What follows belongs to an exercise in optimizing a design on an open flow for small area; a production flow would make more cautious choices. Function was checked by simulation only, so behaviour that the tests miss may differ from the original. Power figures rest on the tool's default switching activity, not on a simulated workload.

Design periph_subsys, start of the top module:
module periph_subsys
(
	input  logic        clk,
	input  logic        rst_n_i,
	input  soc_bus_pkg::wb_adr_t     wb_adr_i,
	input  soc_bus_pkg::wb_dat_t     wb_dat_i,
	input  soc_bus_pkg::wb_sel_t     wb_sel_i,
	input  logic        wb_we_i,
	input  logic        wb_cyc_i,
	input  logic        wb_stb_i,
	output soc_bus_pkg::wb_dat_t     wb_dat_o,
	output logic        wb_ack_o,
	input  logic [31:0] gpio_in_i,
	output logic [31:0] gpio_out_o,
	output logic [31:0] gpio_oe_o,
	output logic [2:0]  irq_n_o
);
Size in the first run: about 1400 cells after synthesis, about 390 flip-flops, roughly 210 I/O pins.
==> module periph_subsys, before the edit <==
module periph_subsys
(
	input  logic        clk,
	input  logic        rst_n_i,
	input  soc_bus_pkg::wb_adr_t     wb_adr_i,
	input  soc_bus_pkg::wb_dat_t     wb_dat_i,
	input  soc_bus_pkg::wb_sel_t     wb_sel_i,
	input  logic        wb_we_i,
	input  logic        wb_cyc_i,
	input  logic        wb_stb_i,
	output soc_bus_pkg::wb_dat_t     wb_dat_o,
	output logic        wb_ack_o,
	input  logic [31:0] gpio_in_i,
	output logic [31:0] gpio_out_o,
	output logic [31:0] gpio_oe_o,
	output logic [2:0]  irq_n_o
);
	logic        sel_tmr, sel_gpio;
	logic        acc, wr;
	logic [2:0]  ri;
	logic [31:0] bmask;
	assign sel_tmr  = wb_adr_i[31:17] == 15'h7001;
	assign sel_gpio = wb_adr_i[31:17] == 15'h7002;
	assign ri       = wb_adr_i[4:2];
	assign acc      = wb_cyc_i & wb_stb_i & ~wb_ack_o;
	assign wr       = acc & wb_we_i;
	assign bmask    = {{8{wb_sel_i[3]}}, {8{wb_sel_i[2]}}, {8{wb_sel_i[1]}}, {8{wb_sel_i[0]}}};
	always_ff @(posedge clk or negedge rst_n_i) begin
		if (!rst_n_i) wb_ack_o <= 1'b0;
		else          wb_ack_o <= acc;
	end
	logic [1:0]       t_en, t_ar, t_ie, t_trig;
	logic [1:0][31:0] cmp, cnt;
	logic [1:0]       hit, w_tcr, w_cmp, w_cnt;
	always_comb begin
		for (int ch = 0; ch < 2; ch++) begin
			hit[ch]   = t_en[ch] && (cnt[ch] == cmp[ch]);
			w_tcr[ch] = wr & sel_tmr & (ri == {ch[0], 2'd0}) & wb_sel_i[0];
			w_cmp[ch] = wr & sel_tmr & (ri == {ch[0], 2'd1});
			w_cnt[ch] = wr & sel_tmr & (ri == {ch[0], 2'd2});
		end
	end
	logic [1:0][31:0] cnt_nx, cy;
	logic [1:0][3:0]  gci;
	logic [1:0][2:0]  g1s;
	always_comb begin
		for (int ch = 0; ch < 2; ch++) begin
			for (int g = 0; g < 3; g++)
				g1s[ch][g] = &cnt[ch][8*g +: 8];
			gci[ch][0] = t_en[ch] & ~hit[ch];
			gci[ch][1] = gci[ch][0] & g1s[ch][0];
			gci[ch][2] = gci[ch][0] & g1s[ch][0] & g1s[ch][1];
			gci[ch][3] = gci[ch][0] & g1s[ch][0] & g1s[ch][1] & g1s[ch][2];
			for (int i = 0; i < 32; i++)
				cy[ch][i] = (i % 8 == 0) ? gci[ch][i / 8] : (cy[ch][i-1] & cnt[ch][i-1]);
			if (w_cnt[ch])
				cnt_nx[ch] = (cnt[ch] & ~bmask) | (wb_dat_i & bmask);
			else if (hit[ch] && t_ar[ch])
				cnt_nx[ch] = '0;
			else
				cnt_nx[ch] = cnt[ch] ^ cy[ch];
		end
	end
	always_ff @(posedge clk or negedge rst_n_i) begin
		if (!rst_n_i) begin
			t_en   <= '0;
			t_ar   <= '0;
			t_ie   <= '0;
			t_trig <= '0;
			cmp    <= '0;
			cnt    <= '0;
		end else begin
			for (int ch = 0; ch < 2; ch++) begin
				if (w_tcr[ch]) begin
					t_en[ch] <= wb_dat_i[0];
					t_ar[ch] <= wb_dat_i[1];
					t_ie[ch] <= wb_dat_i[2];
				end else if (hit[ch] && !t_ar[ch]) begin
					t_en[ch] <= 1'b0;
				end
				t_trig[ch] <= hit[ch] | (t_trig[ch] & ~(w_tcr[ch] & wb_dat_i[3]));
				if (w_cmp[ch])
					cmp[ch] <= (cmp[ch] & ~bmask) | (wb_dat_i & bmask);
				cnt[ch] <= cnt_nx[ch];
			end
		end
	end
	logic [31:0] in_meta, in_sync, in_prev, irq_mask, irq_stat, stat_clr;
	logic        w_out, w_oe, w_mask;
	assign w_out    = wr & sel_gpio & (ri == 3'd1);
	assign w_oe     = wr & sel_gpio & (ri == 3'd2);
	assign w_mask   = wr & sel_gpio & (ri == 3'd3);
	assign stat_clr = (wr & sel_gpio & (ri == 3'd4)) ? (wb_dat_i & bmask) : '0;
	always_ff @(posedge clk or negedge rst_n_i) begin
		if (!rst_n_i) begin
			in_meta    <= '0;
			in_sync    <= '0;
			in_prev    <= '0;
			gpio_out_o <= '0;
			gpio_oe_o  <= '0;
			irq_mask   <= '0;
			irq_stat   <= '0;
		end else begin
			in_meta <= gpio_in_i;
			in_sync <= in_meta;
			in_prev <= in_sync;
			if (w_out)  gpio_out_o <= (gpio_out_o & ~bmask) | (wb_dat_i & bmask);
			if (w_oe)   gpio_oe_o  <= (gpio_oe_o & ~bmask) | (wb_dat_i & bmask);
			if (w_mask) irq_mask   <= (irq_mask & ~bmask) | (wb_dat_i & bmask);
			irq_stat <= (irq_stat & ~stat_clr) | (in_sync & ~in_prev & irq_mask);
		end
	end
	assign irq_n_o = {~(t_trig[1] & t_ie[1]), ~|irq_stat, ~(t_trig[0] & t_ie[0])};
	logic [31:0] rd;
	logic [10:0] rs;
	always_comb begin
		rs[0]  = sel_tmr  & (ri == 3'd0);
		rs[1]  = sel_tmr  & (ri == 3'd1);
		rs[2]  = sel_tmr  & (ri == 3'd2);
		rs[3]  = sel_tmr  & (ri == 3'd4);
		rs[4]  = sel_tmr  & (ri == 3'd5);
		rs[5]  = sel_tmr  & (ri == 3'd6);
		rs[6]  = sel_gpio & (ri == 3'd0);
		rs[7]  = sel_gpio & (ri == 3'd1);
		rs[8]  = sel_gpio & (ri == 3'd2);
		rs[9]  = sel_gpio & (ri == 3'd3);
		rs[10] = sel_gpio & (ri == 3'd4);
		rd = ({32{rs[1]}}  & cmp[0])     | ({32{rs[2]}} & cnt[0])
		   | ({32{rs[4]}}  & cmp[1])     | ({32{rs[5]}} & cnt[1])
		   | ({32{rs[6]}}  & in_sync)    | ({32{rs[7]}} & gpio_out_o)
		   | ({32{rs[8]}}  & gpio_oe_o)  | ({32{rs[9]}} & irq_mask)
		   | ({32{rs[10]}} & irq_stat)
		   | ({32{rs[0]}}  & {28'd0, t_trig[0], t_ie[0], t_ar[0], t_en[0]})
		   | ({32{rs[3]}}  & {28'd0, t_trig[1], t_ie[1], t_ar[1], t_en[1]});
	end
	always_ff @(posedge clk) begin
		wb_dat_o <= rd;
	end
endmodule
Settings: LEC_CHECK=0, CAP_MARGIN=20, CORE_MARGIN=2, CORE_UTILIZATION=65, SLEW_MARGIN=20; clock period 5.0 ns.
standard.sh (not shown) runs the stock make flow with config.mk's settings and CLKGATE_MAP_FILE= SYNTH_SCRIPT=/design/flow/synth_recipe.tcl, a recipe that flattens the netlist after the stock synthesis.
==> flow/flow/run.sh <==
#!/bin/bash
# Own layout flow, built on the standard flow (standard.sh):
#  1. the standard synthesis, kept as std_synth.v for its register names
#  2. synthesis again with flow/synth.tcl (area-oriented ABC mapping)
#  3. flow/rename_flops.py gives the registers of 2 the names they have in 1
#     (if anything does not match, the standard netlist is used unchanged)
#  4. the rest of the standard flow, with minimum-size port buffers and a
#     clock tree without dummy loads
# Each step's output goes to a log file in this folder; ORFS's own per-step
# logs are under orfs/logs.
set -euo pipefail
W=$PWD
F=$W/flow
R=$W/orfs/results/$FLOW_PLATFORM/periph_subsys/base

bash standard.sh synth > $W/log_1_std_synth.log 2>&1
cp $R/1_2_yosys.v $W/std_synth.v

rm -f $R/1_2_yosys.v $R/1_2_yosys.sdc $R/1_synth.odb $R/1_synth.sdc
if AREA_ABC_SCRIPT=$F/area.abc bash standard.sh SYNTH_SCRIPT=$F/synth.tcl synth > $W/log_2_area_synth.log 2>&1 \
   && python3 $F/rename_flops.py $W/std_synth.v $R/1_2_yosys.v $W/area_synth.v > $W/log_3_rename.log 2>&1; then
  cp $W/area_synth.v $R/1_2_yosys.v
else
  echo "area synthesis not used" >> $W/log_3_rename.log
  cp $W/std_synth.v $R/1_2_yosys.v
fi
rm -f $R/1_synth.odb $R/1_synth.sdc
touch $R/1_2_yosys.sdc $R/1_2_yosys.v

bash standard.sh \
  "BUFFER_PORTS_ARGS=-buffer_cell sky130_fd_sc_hd__buf_1" \
  "CTS_ARGS=-sink_clustering_enable -repair_clock_nets -dont_use_dummy_load -buf_list {sky130_fd_sc_hd__clkbuf_8} -sink_clustering_size 16 -sink_clustering_max_diameter 60" \
  finish > $W/log_4_layout.log 2>&1
Other scripts of this flow, unchanged in this note and not shown: flow/flow/area.abc, flow/flow/rename_flops.py, flow/flow/synth.tcl
==> next run, changes <==
--- a/flow/design.v
+++ b/flow/design.v
@@ -140,24 +140,25 @@
 	assign stat_clr = (wr & sel_gpio & (ri == 3'd4)) ? (wb_dat_i & bmask) : '0;
 	always_ff @(posedge clk or negedge rst_n_i) begin
 		if (!rst_n_i) begin
 			in_meta    <= '0;
 			in_sync    <= '0;
-			in_prev    <= '0;
 			gpio_out_o <= '0;
 			gpio_oe_o  <= '0;
 			irq_mask   <= '0;
 			irq_stat   <= '0;
 		end else begin
 			in_meta <= gpio_in_i;
 			in_sync <= in_meta;
-			in_prev <= in_sync;
 			if (w_out)  gpio_out_o <= (gpio_out_o & ~bmask) | (wb_dat_i & bmask);
 			if (w_oe)   gpio_oe_o  <= (gpio_oe_o & ~bmask) | (wb_dat_i & bmask);
 			if (w_mask) irq_mask   <= (irq_mask & ~bmask) | (wb_dat_i & bmask);
 			irq_stat <= (irq_stat & ~stat_clr) | (in_sync & ~in_prev & irq_mask);
 		end
+	end
+	always_ff @(posedge clk) begin
+		in_prev <= in_sync;
 	end
 	assign irq_n_o = {~(t_trig[1] & t_ie[1]), ~|irq_stat, ~(t_trig[0] & t_ie[0])};
 	logic [31:0] rd;
 	logic [10:0] rs;
 	always_comb begin
Result:
- The new run went through all stages and came out clean
- final cell count went down by 0.55%
- worst setup slack gets better by 0.071 ns
- clock-buffer cell count decreases by 4
- hold slack improved by 0.066 ns
- routed wire length goes down by 0.55%
- final area came out lower by about 1.3%
- clock skew is lower by 0.0099 ns
- clock power drops by about 6%
- area after synthesis falls by about 1%
- die area came out lower by 0.97%
- power came out lower by 2.1%
- synthesized cell count does not change
- via count goes down by 0.50%

## separate check: timing with driven ports
Ports are ideal in the flow. The routed layouts listed here were re-timed in OpenROAD.
Step 1: set_driving_cell puts a clkbuf_16 on clk and a buf_2 on each other input, an assumption about the parent block.
Step 2 adds t to the input delays and takes it off the output delays; t is the mean of the earliest and latest rising clock arrival at the registers after step 1. Input paths then give back, and output paths get back, about the clock's delay inside the block.
a / b / c = ideal ports / drivers / drivers and shift; a / b = the first two.
| run | t (ns) | setup WS [ns] | hold WS [ns] | latest minus earliest clock arrival (ns) | worst register clock-pin slew, ns |
|---|---|---|---|---|---|
| the first run | 0.574 | 0.712 / 0.712 / 0.712 | 0.281 / 0.281 / 0.281 | 0.073 / 0.073 | 0.11 / 0.11 |
| the second run | 0.656 | 0.783 / 0.783 / 0.783 | 0.347 / 0.347 / 0.347 | 0.046 / 0.046 | 0.11 / 0.11 |
After both steps setup and hold are still met in every run listed.
